Context: an optimization exercise on an open-source flow, tuned for small area, a short achievable clock period and few clock cycles. The choices shown serve that exercise and are no tape-out recipe. The RTL was checked by simulation tests, not by an equivalence proof against the original design. Power and IR drop assume default switching activity.

--- flow/flow/run.sh ---
#!/bin/bash
# Layout flow: the standard synthesis unchanged, then the standard ORFS layout with
# plain buffers (not delay cells) on the ports and for timing repair.
set -euo pipefail
bash standard.sh synth > synth.log 2>&1
export BUFFER_PORTS_ARGS="-buffer_cell sky130_fd_sc_hd__buf_2"
export DONT_USE_CELLS="sky130_fd_sc_hd__clkdlybuf4s15_1 sky130_fd_sc_hd__clkdlybuf4s15_2 sky130_fd_sc_hd__clkdlybuf4s18_1 sky130_fd_sc_hd__clkdlybuf4s18_2 sky130_fd_sc_hd__clkdlybuf4s25_1 sky130_fd_sc_hd__clkdlybuf4s25_2 sky130_fd_sc_hd__clkdlybuf4s50_1 sky130_fd_sc_hd__clkdlybuf4s50_2 sky130_fd_sc_hd__dlygate4sd1_1 sky130_fd_sc_hd__dlygate4sd2_1 sky130_fd_sc_hd__dlygate4sd3_1 sky130_fd_sc_hd__dlymetal6s2s_1 sky130_fd_sc_hd__dlymetal6s4s_1 sky130_fd_sc_hd__dlymetal6s6s_1"
bash standard.sh > layout.log 2>&1
--- flow/standard.sh ---
#!/bin/bash
# synth_recipe.tcl (not shown) runs the flow's synth.tcl, then flattens the netlist and writes it again
# the make line also repeats each setting of config.mk as NAME=value (left out here)
make -C /OpenROAD-flow-scripts/flow DESIGN_CONFIG=/design/flow/config.mk WORK_HOME=/design/flow/orfs CLKGATE_MAP_FILE= SYNTH_SCRIPT=/design/flow/synth_recipe.tcl "${@:-finish}"
--- flow/config.mk ---
export PLATFORM = sky130hd
export DESIGN_NAME = c_subset_lexer
export DESIGN_NICKNAME = c_subset_lexer
export VERILOG_FILES = /design/flow/design.v
export SDC_FILE = /design/flow/constraint.sdc
export NUM_CORES = 4
export LEC_CHECK = 0
export CAP_MARGIN = 20
export CORE_MARGIN = 4
export CORE_UTILIZATION = 40
export SETUP_SLACK_MARGIN = 3.5
export SLEW_MARGIN = 20
export TNS_END_PERCENT = 5
--- flow/constraint.sdc ---
create_clock -name core_clock -period 6.5 [get_ports {clk}]
set_input_delay 1.3000 -clock core_clock [delete_from_list [all_inputs] [get_ports {clk}]]
set_output_delay 1.3000 -clock core_clock [all_outputs]
set_load 0.01 [all_outputs]
--- flow/design.v ---
module c_subset_lexer (
    input  logic        clk,
    input  logic        rst_n,
    input  logic        char_valid,
    output logic        char_stall,
    input  logic [7:0]  char_code,
    output logic        token_valid,
    input  logic        token_stall,
    output logic [4:0]  token_kind,
    output logic [23:0] token_start,
    output logic [15:0] token_length,
    output logic [23:0] line_number,
    output logic [30:0] token_value,
    output logic        last_of_run
);
    localparam logic [4:0] K_EOF = 5'd0, K_ERROR = 5'd1, K_IDENT = 5'd2, K_NUMBER = 5'd3,
                           K_LPAREN = 5'd4, K_RPAREN = 5'd5, K_LBRACE = 5'd6, K_RBRACE = 5'd7,
                           K_SEMI = 5'd8, K_COMMA = 5'd9, K_PLUS = 5'd10, K_MINUS = 5'd11,
                           K_STAR = 5'd12, K_SLASH = 5'd13, K_BANG = 5'd14, K_NE = 5'd15,
                           K_ASSIGN = 5'd16, K_EQ = 5'd17, K_LT = 5'd18, K_LE = 5'd19,
                           K_GT = 5'd20, K_GE = 5'd21;
    localparam logic [3:0] M_IDLE = 4'd0, M_WORD = 4'd1, M_NUM = 4'd2, M_NUMX = 4'd3,
                           M_SLASH = 4'd4, M_COMMENT = 4'd5,
                           M_BANG = 4'd8, M_ASSIGN = 4'd9, M_LT = 4'd10, M_GT = 4'd11;
    localparam logic [4:0] W_NONE = 5'd0, W_I = 5'd1, W_IN = 5'd2, W_E = 5'd3, W_EL = 5'd4,
                           W_ELS = 5'd5, W_W = 5'd6, W_WH = 5'd7, W_WHI = 5'd8, W_WHIL = 5'd9,
                           W_R = 5'd10, W_RE = 5'd11, W_RET = 5'd12, W_RETU = 5'd13,
                           W_RETUR = 5'd14, W_IF = 5'd22, W_ELSE = 5'd23, W_INT = 5'd24,
                           W_WHILE = 5'd25, W_RETURN = 5'd26;
    localparam logic [30:0] VALUE_LIMIT = 31'h7FFF_FFFF;
    logic        va, vb;           
    logic [7:0]  ca, cb;           
    logic [3:0]  mode;
    logic        eof_pend;         
    logic        nl_pend;          
    logic [23:0] pos_last;         
    logic [23:0] line_last;        
    logic [15:0] len;              
    logic [30:0] acc;              
    logic        hs_pend;          
    logic        hv;               
    logic [4:0]  hkind;
    logic        hlast;
    logic        hvm;              
    logic [23:0] hs;               
    logic        sv;               
    logic [7:0]  sb;               
    logic        sblk;             
    function automatic logic is_letter(input logic [7:0] c);
        is_letter = ((c >= "A") && (c <= "Z")) || ((c >= "a") && (c <= "z"));
    endfunction
    function automatic logic is_digit(input logic [7:0] c);
        is_digit = (c >= "0") && (c <= "9");
    endfunction
    function automatic logic [4:0] imm_kind(input logic [7:0] c);
        case (c)
            8'h00:   imm_kind = K_EOF;
            "(":     imm_kind = K_LPAREN;
            ")":     imm_kind = K_RPAREN;
            "{":     imm_kind = K_LBRACE;
            "}":     imm_kind = K_RBRACE;
            ";":     imm_kind = K_SEMI;
            ",":     imm_kind = K_COMMA;
            "+":     imm_kind = K_PLUS;
            "-":     imm_kind = K_MINUS;
            "*":     imm_kind = K_STAR;
            default: imm_kind = K_ERROR;
        endcase
    endfunction
    function automatic logic [4:0] kw_init(input logic [7:0] c);
        case (c)
            "i":     kw_init = W_I;
            "e":     kw_init = W_E;
            "w":     kw_init = W_W;
            "r":     kw_init = W_R;
            default: kw_init = W_NONE;
        endcase
    endfunction
    function automatic logic [4:0] kw_step(input logic [4:0] s, input logic [7:0] c);
        kw_step = W_NONE;
        case (s)
            W_I:     if (c == "f") kw_step = W_IF; else if (c == "n") kw_step = W_IN;
            W_IN:    if (c == "t") kw_step = W_INT;
            W_E:     if (c == "l") kw_step = W_EL;
            W_EL:    if (c == "s") kw_step = W_ELS;
            W_ELS:   if (c == "e") kw_step = W_ELSE;
            W_W:     if (c == "h") kw_step = W_WH;
            W_WH:    if (c == "i") kw_step = W_WHI;
            W_WHI:   if (c == "l") kw_step = W_WHIL;
            W_WHIL:  if (c == "e") kw_step = W_WHILE;
            W_R:     if (c == "e") kw_step = W_RE;
            W_RE:    if (c == "t") kw_step = W_RET;
            W_RET:   if (c == "u") kw_step = W_RETU;
            W_RETU:  if (c == "r") kw_step = W_RETUR;
            W_RETUR: if (c == "n") kw_step = W_RETURN;
            default: kw_step = W_NONE;
        endcase
    endfunction
    localparam int CF_W = 9;
    localparam int CF_WC = 0, CF_DG = 1, CF_US = 2, CF_NUL = 3, CF_NL = 4, CF_SL = 5,
                   CF_EQ = 6, CF_OP = 7, CF_IM = 8;
    function automatic logic [CF_W-1:0] classify(input logic [7:0] c);
        logic ltr, dg, us, nl, ws, sl, eq, op;
        ltr = is_letter(c);
        dg  = is_digit(c);
        us  = (c == "_");
        nl  = (c == 8'h0A);
        ws  = (c == " ") || (c == 8'h09) || (c == 8'h0D);
        sl  = (c == "/");
        eq  = (c == "=");
        op  = (c == "!") || eq || (c == "<") || (c == ">");
        classify = '0;
        classify[CF_WC]  = ltr || dg || us;
        classify[CF_DG]  = dg;
        classify[CF_US]  = us;
        classify[CF_NUL] = (c == 8'h00);
        classify[CF_NL]  = nl;
        classify[CF_SL]  = sl;
        classify[CF_EQ]  = eq;
        classify[CF_OP]  = op;
        classify[CF_IM]  = !(ltr || dg || us || nl || ws || sl || op);
    endfunction
    logic [CF_W-1:0] cf;           
    logic c_letter, c_digit, c_us, c_nul, c_nl, c_slash, c_eq, c_opch, c_imm;
    assign c_letter = cf[CF_WC] && !cf[CF_DG] && !cf[CF_US];
    assign c_digit  = cf[CF_DG];
    assign c_us     = cf[CF_US];
    assign c_nul    = cf[CF_NUL];
    assign c_nl     = cf[CF_NL];
    assign c_slash  = cf[CF_SL];
    assign c_eq     = cf[CF_EQ];
    assign c_opch   = cf[CF_OP];
    assign c_imm    = cf[CF_IM];
    logic pop, accept, fire, adv, sblock;
    assign pop        = hv && !token_stall;
    assign sblock     = sv && sblk;
    assign fire       = va && !(hv && token_stall) && !sblock;
    assign adv        = fire && !(((mode == M_NUM) || (mode == M_NUMX)) && c_us);
    assign char_stall = vb;
    assign accept     = char_valid && !vb;
    logic        run_idle;         
    logic        pend_tok;         
    logic        pend_pos;         
    logic        pend_two;         
    logic [4:0]  pend_kind;
    logic        word_cont, num_cont, num_acc;
    logic        st_word, st_num;
    logic        imm_tok;
    logic [3:0]  mode_idle;
    always_comb
    begin
        run_idle  = 1'b0;
        pend_tok  = 1'b0;
        pend_pos  = 1'b0;
        pend_two  = 1'b0;
        pend_kind = K_IDENT;
        word_cont = 1'b0;
        num_cont  = 1'b0;
        num_acc   = 1'b0;
        case (mode)
            M_WORD:
            begin
                if (cf[CF_WC]) begin
                    word_cont = 1'b1;
                end
                else begin
                    pend_tok  = 1'b1;
                    pend_kind = acc[4] ? acc[4:0] : K_IDENT;
                    run_idle  = 1'b1;
                end
            end
            M_NUM, M_NUMX:
            begin
                if (cf[CF_WC] && !c_us) begin
                    num_cont = 1'b1;
                    num_acc  = c_digit && (mode == M_NUM);
                end
                else begin
                    pend_tok  = 1'b1;
                    pend_kind = K_NUMBER;
                    run_idle  = !c_us;
                end
            end
            M_SLASH:
            begin
                if (!c_slash) begin
                    pend_tok  = 1'b1;
                    pend_pos  = 1'b1;
                    pend_kind = K_SLASH;
                    run_idle  = 1'b1;
                end
            end
            M_COMMENT:
            begin
                run_idle = c_nul || c_nl;
            end
            M_BANG, M_ASSIGN, M_LT, M_GT:
            begin
                pend_tok  = 1'b1;
                pend_pos  = 1'b1;
                pend_two  = c_eq;
                case (mode)
                    M_BANG:   pend_kind = c_eq ? K_NE : K_BANG;
                    M_ASSIGN: pend_kind = c_eq ? K_EQ : K_ASSIGN;
                    M_LT:     pend_kind = c_eq ? K_LE : K_LT;
                    default:  pend_kind = c_eq ? K_GE : K_GT;
                endcase
                run_idle  = !c_eq;
            end
            default:
            begin
                run_idle = 1'b1;
            end
        endcase
        st_word   = run_idle && cf[CF_WC] && !c_digit;
        st_num    = run_idle && c_digit;
        imm_tok   = run_idle && c_imm;
        mode_idle = M_IDLE;
        if (cf[CF_WC] && !c_digit) mode_idle = M_WORD;
        else if (c_digit)          mode_idle = M_NUM;
        else if (c_slash)          mode_idle = M_SLASH;
        else if (c_opch)           mode_idle = !ca[4] ? M_BANG : c_eq ? M_ASSIGN : ca[1] ? M_GT : M_LT;
    end
    logic [3:0]  mode_next;
    always_comb
    begin
        if (word_cont || num_cont) begin
            mode_next = (num_cont && c_letter) ? M_NUMX : mode;
        end
        else if (mode == M_SLASH && c_slash) begin
            mode_next = M_COMMENT;
        end
        else if (mode == M_COMMENT && !run_idle) begin
            mode_next = M_COMMENT;
        end
        else if (run_idle) begin
            mode_next = mode_idle;
        end
        else begin
            mode_next = M_IDLE;
        end
    end
    logic [23:0] pos_cur, line_cur, pos_inc;
    assign pos_inc  = pos_last + 24'd1;
    assign pos_cur  = eof_pend ? 24'd0 : pos_inc;
    assign line_cur = eof_pend ? 24'd1 :
                      (nl_pend && (line_last != 24'hFF_FFFF)) ? line_last + 24'd1 : line_last;
    logic [30:0] acc_step;
    logic        acc_sat;
    assign acc_sat  = (acc > 31'd214748364) || ((acc == 31'd214748364) && (ca[3:0] > 4'd7));
    assign acc_step = acc_sat ? VALUE_LIMIT : ((acc << 3) + (acc << 1) + {27'd0, ca[3:0]});
    logic xfer;         
    logic to_head;      
    logic to_spare;     
    logic imm_head;     
    logic [7:0] kb;     
    assign xfer     = sv && pop;
    assign to_head  = fire && !sv && (pend_tok || imm_tok);
    assign imm_head = fire && !sv && !pend_tok && imm_tok;
    assign to_spare = fire && imm_tok && (sv || pend_tok);
    assign kb       = sv ? sb : ca;
    always_ff @(posedge clk or negedge rst_n)
    begin
        if (!rst_n) begin
            va       <= 1'b0;
            vb       <= 1'b0;
            mode     <= M_IDLE;
            eof_pend <= 1'b1;
            nl_pend  <= 1'b0;
            hs_pend  <= 1'b0;
            hv       <= 1'b0;
            sv       <= 1'b0;
        end
        else begin
            va <= adv ? (vb || accept) : (va || accept);
            vb <= !adv && (vb || (va && accept));
            if (fire) begin
                mode     <= mode_next;
                eof_pend <= c_nul;
                nl_pend  <= c_nl;
            end
            if (fire && (st_word || st_num) && (sv || pend_tok)) begin
                hs_pend <= 1'b1;
            end
            else if (!(hv && token_stall)) begin
                hs_pend <= 1'b0;
            end
            if (xfer || to_head) begin
                hv <= 1'b1;
            end
            else if (pop) begin
                hv <= 1'b0;
            end
            if (to_spare) begin
                sv <= 1'b1;
            end
            else if (xfer) begin
                sv <= 1'b0;
            end
        end
    end
    always_ff @(posedge clk)
    begin
        if (adv ? !vb : !va) begin
            ca <= char_code;
            cf <= classify(char_code);
        end
        else if (adv) begin
            ca <= cb;
            cf <= classify(cb);
        end
        if (!adv && va && !vb) begin
            cb <= char_code;
        end
        if (adv) begin
            pos_last  <= pos_cur;
            line_last <= line_cur;
        end
        if (fire && (word_cont || num_cont)) begin
            len <= (len == 16'hFFFF) ? len : len + 16'd1;
        end
        else if (fire && (st_word || st_num || (pend_tok && pend_pos && !pend_two))) begin
            len <= 16'd1;
        end
        else if (fire && pend_two) begin
            len <= 16'd2;
        end
        else if (imm_head) begin
            len <= {15'd0, !c_nul};
        end
        else if (xfer) begin
            len <= {15'd0, sb != 8'h00};
        end
        if (fire && st_num) begin
            acc <= {27'd0, ca[3:0]};
        end
        else if (fire && num_acc) begin
            acc <= acc_step;
        end
        else if (fire && st_word) begin
            acc <= {26'd0, kw_init(ca)};
        end
        else if (fire && word_cont) begin
            acc <= {26'd0, kw_step(acc[4:0], ca)};
        end
        else if (imm_head) begin
            acc <= {23'd0, ca};
        end
        else if (xfer && (imm_kind(sb) == K_ERROR)) begin
            acc <= {23'd0, sb};
        end
        if (xfer || to_head) begin
            hkind <= (to_head && pend_tok) ? pend_kind : imm_kind(kb);
            hlast <= !to_spare || xfer;
            hvm   <= (to_head && pend_tok) ? (pend_kind == K_NUMBER) : (imm_kind(kb) == K_ERROR);
        end
        if (xfer || (to_head && pend_pos) || (hs_pend && !(hv && token_stall))) begin
            hs <= pos_last;
        end
        else if (imm_head || (fire && (st_word || st_num))) begin
            hs <= pos_cur;
        end
        if (to_spare) begin
            sb   <= ca;
            sblk <= (imm_kind(ca) == K_EOF) || (imm_kind(ca) == K_ERROR);
        end
    end
    assign token_valid  = hv;
    assign token_kind   = hkind;
    assign token_start  = hs;
    assign token_length = len;
    assign line_number  = line_last;
    assign token_value  = hvm ? acc : 31'd0;
    assign last_of_run  = hlast;
endmodule
==> impl_metrics.toml <==
[power_and_ir_drop]
switching_share_pct = 43.2
proportion_of_power_drawn_by_flip_flops_and_latches_pct = 37.6
share_comb_of_total_power_pct = 47.0
powerDensity_nw_per_um2 = 495
internal-power_mw = 3.75
power.ir.vdd_worst_mv = 0.225
net-switching-power_mw = 2.85
finalPower_mw = 6.60
static-leakage-power_nw = 5.20
clkPwrFrac_pct = 15.4

[critical_path]
setup.worst_path.start_class = "flop"
critical_path.startpoint = "acc[2]"
worst_path_required_time_ns = 6.83
timing.reg2reg.setup_slack_ns = 3.31
end_kind = "flop"
critical_path_peak_fanout = 3
ws_path_type = "flop to flop"
cp_data_arrival_time_ns = 3.51
crit-reg2reg-launch = "acc[2]"

[synth]
yosys_warnings = 1
synth.area.top_cells = "edfxtp_1 (35%), ha_1 (6.5%), dfxtp_1 (4.8%)"
syn_area_um2 = 11300
mappedNetlistNets = 1274
ys_seq_area_share_pct = 42.5
synth.lib_cells_used.distinct = 77
synth_enable_flop_cells = 133
yosysTopAreaCellShare_pct = 35.3
yosys_most_used_dff = "edfxtp_1"
flops_latches_synth = 171
synth_area_leader = "edfxtp_1"
post_synth_inst_count = 1201
synthesis.area_per_instance_um2 = 9.42
asyncSetResetFlopFracSynth_pct = 6.43

[sta]
final.period_utilization_pct = 49.0
finalMaxSlewViolations = 0
rsz0062_at_grt = "yes"
finalWorstPathRequiredPeriod_ns = 3.19
clock.fmax_ghz = 0.314
timing.final.hold_violations = 0
final.setup_skew_ns = 0.0200
fin_worst_hold_slack_ns = 0.490
worst-slew-pin-transition_ns = 0.963
timing.slew.headroom_pct = 35.8
fin_tns_setup_ns = 0
setup_violations = 0

[global_route]
antenna_found_initial = 0
first_global_vias = 8770
grt_first_pass_wirelength_mm = 47.0
grt.total_usage_pct = 18.4
gr-total-overflow = 0
grt_start_max_net_pins = 54

[worst_hold_path]
class_of_the_tightest_hold_or_removal_check = "flop to flop"
worst_hold_startpoint = "nl_pend"

[floorplanning]
core_um2 = 27900
chipHeight_um = 176
die_width_um = 176
floorplan.initialDensity_pct = 40.6
num_io_pins = 115
core.rowCount = 61
die_area_um2 = 31000

[place]
routabilityCongestion = 0.930
io_buffers = 114
dpl.hpwl_mm = 20.8

[route]
drt_first_iter_violations = 789
detailedRoute.firstPassIterationCount = 5
vias = 9564
wirelength_mm = 29.7
route.antenna.remaining_nets = 0
remaining_drc_errors = 0
via_per_inst = 5.61
detail_route.wl_per_cell_um = 17.4

[cells_and_area]
most-common-layout-cells = "edfxtp_1 (133), nor2_1 (127), nand2_1 (115), buf_2 (114), o21ai_0 (75)"
mostFrequentLayoutCell = "edfxtp_1"
layout.nets = 1388
n_antenna_cell = 0
final_layout_size_suffix_gt1_share_pct = 21.6
syn2layout_area_growth_pct = 17.9

[cts]
clock_buffers_created_by_tritoncts = 17
clk_latency_ns = 0.43
clk_pin_slew_ns = 0.08
ctsHoldBuffers = 0
number_of_levels_the_h_tree_was_split_into = 4
cts_num_sinks = 171
clock_path_buffers = 2
clock_tree_from_tritoncts = "done"
clockRootBuffer = "clkbuf_16"

[run]
drv_cap = 0

[status]
status = "no timing/DRC/antenna violations"
==> power by group through the flow <==
stage,Combinational [mW],Sequential (mW),Clock (mW)
finish,3.10,2.48,1.02
global route,3.43,2.55,1.08
CTS,2.92,2.48,1.03
detailed placement,2.65,2.56,0
global placement,2.62,2.55,0
floorplan,2.08,2.30,0
==> metal layers <==
layer	GRT usage (%)	up-vias	part of all wire [%]
li1	-	4672	-
met1	26.1	4588	46
met2	30.0	274	47
met3	2.61	30	5.4
met4	4.22	0	1.2
met5	0	-	0
==> registers in the layout, indices dropped and copies added (netlist names), 4 cells and up <==
signal,cells
ca,8
cf,9
cb,8
acc,31
len,16
sb,8
hkind,5
line_last,24
mode,4
hs,24
pos_last,24
==> worst max-delay path, cell delays in order, from the launching register on <==
cell,delay (ns)
edfxtp_1,0.42
inv_2,0.07
fa_2,0.60
inv_2,0.05
ha_4,0.22
a211oi_4,0.27
o21ai_2,0.12
a21oi_2,0.25
o31ai_4,0.09
a221o_1,0.38
o31ai_2,0.23
xnor2_1,0.12
a221o_1,0.29
==> Yosys cell counts, types with 5 or more instances <==
library cell  instances
a221o_1               5
edfxtp_1            133
nor3_1               24
nand3_1              38
o211ai_1             13
a31oi_1              10
nor4_1               11
o31ai_1               8
xor2_1               47
ha_1                 59
nand2_1             117
dfxtp_1              27
nor2b_1              18
o32ai_1               5
nor2_1              130
o21a_1               14
a21o_1               15
and4_1                6
o21ai_0              79
inv_1                23
nand4_1              24
a21oi_1              69
dfrtp_1              10
or2_2                 6
mux2_2               33
and2_1               40
mux2i_1              13
xnor2_1              32
nand2b_1             22
clkbuf_1             48
a211oi_1              8
or3_1                14
and3_1               15
==> what timing repair did <==
item | in CTS | in global routing
gates resized for setup | 14 | 35
setup buffers | 14 | 19
setup endpoints to repair | 98 | 124
cloned | 1 | 0
pin swaps | 2 | 24
==> layout make-up <==
class	instances	area, um^2
clock buffers	18	429
repair buffers	152	885
fillers	2592	14500
well taps	378	473
flip-flops and latches	171	4820
inverters	23	88.8
clock inverters	14	154
multi-input cells	950	6490
==> worst paths after layout <==
path / endpoint / cells after the start
worst min register to register: nl_pend / 2
min in group asynchronous: mode[0] / 1
max in group asynchronous: eof_pend / 1
worst max register to register: acc[21] / 12
worst min-delay path: nl_pend / 2
worst max-delay path: acc[21] / 12
==> metrics by stage <==
| stage | util (%) | std cells | cell area [um^2] | worst slack (ns) |
|---|---|---|---|---|
| final | 47.9 | 1706 | 13300 | 3.31 |
| after global routing | 47.9 | 1706 | 13300 | 3.18 |
| after CTS | 46.8 | 1687 | 13000 | 3.28 |
| after detailed placement | 44.0 | 1640 | 12300 | 2.54 |
| after global placement | 44.0 | 1640 | 12300 | 2.68 |
| after floorplan | - | 1201 | 11500 | 3.41 |
==> logic make-up after synthesis <==
group                      Yosys count  share of synthesized area (%)
DFF                                171                           42.5
buffers and inverters               81                           2.84
and+or+nand+nor                    490                           21.6
xor gates and xnor gates            79                           6.12
muxes                               46                           4.44
AOI/OAI and AO/OA                  273                           15.6
adders and majority gates           61                           6.88
Testbench counts, summed over its fixed seeds: cycles 24,152.

[port drivers added, routing unchanged]
How much do the figures lean on ideal ports? The routed layout below was timed once more, with nothing changed but the port constraints. Step 1, drivers: a clkbuf_16 drives clk and a buf_2 each remaining input, both assumed. Step 2 moves the port delays by t, midway between the first and last clock arrival at a register: inputs arrive t later, outputs are due t later. That takes back most of the time a late clock gives input paths. Slacks: no drivers / after step 1 / after step 2; pairs: no drivers / after step 1.
t, ns: 0.467
setup WS [ns]: 3.314 / 3.314 / 2.891
worst hold slack (ns): 0.490 / 0.490 / 0.490
worst setup path after step 2: input to register
latest minus earliest clock arrival (ns): 0.020 / 0.020
After both steps this run still meets setup and hold. For this run, drivers alone change the setup slack by 0.000 ns; drivers and shift together by -0.423 ns.
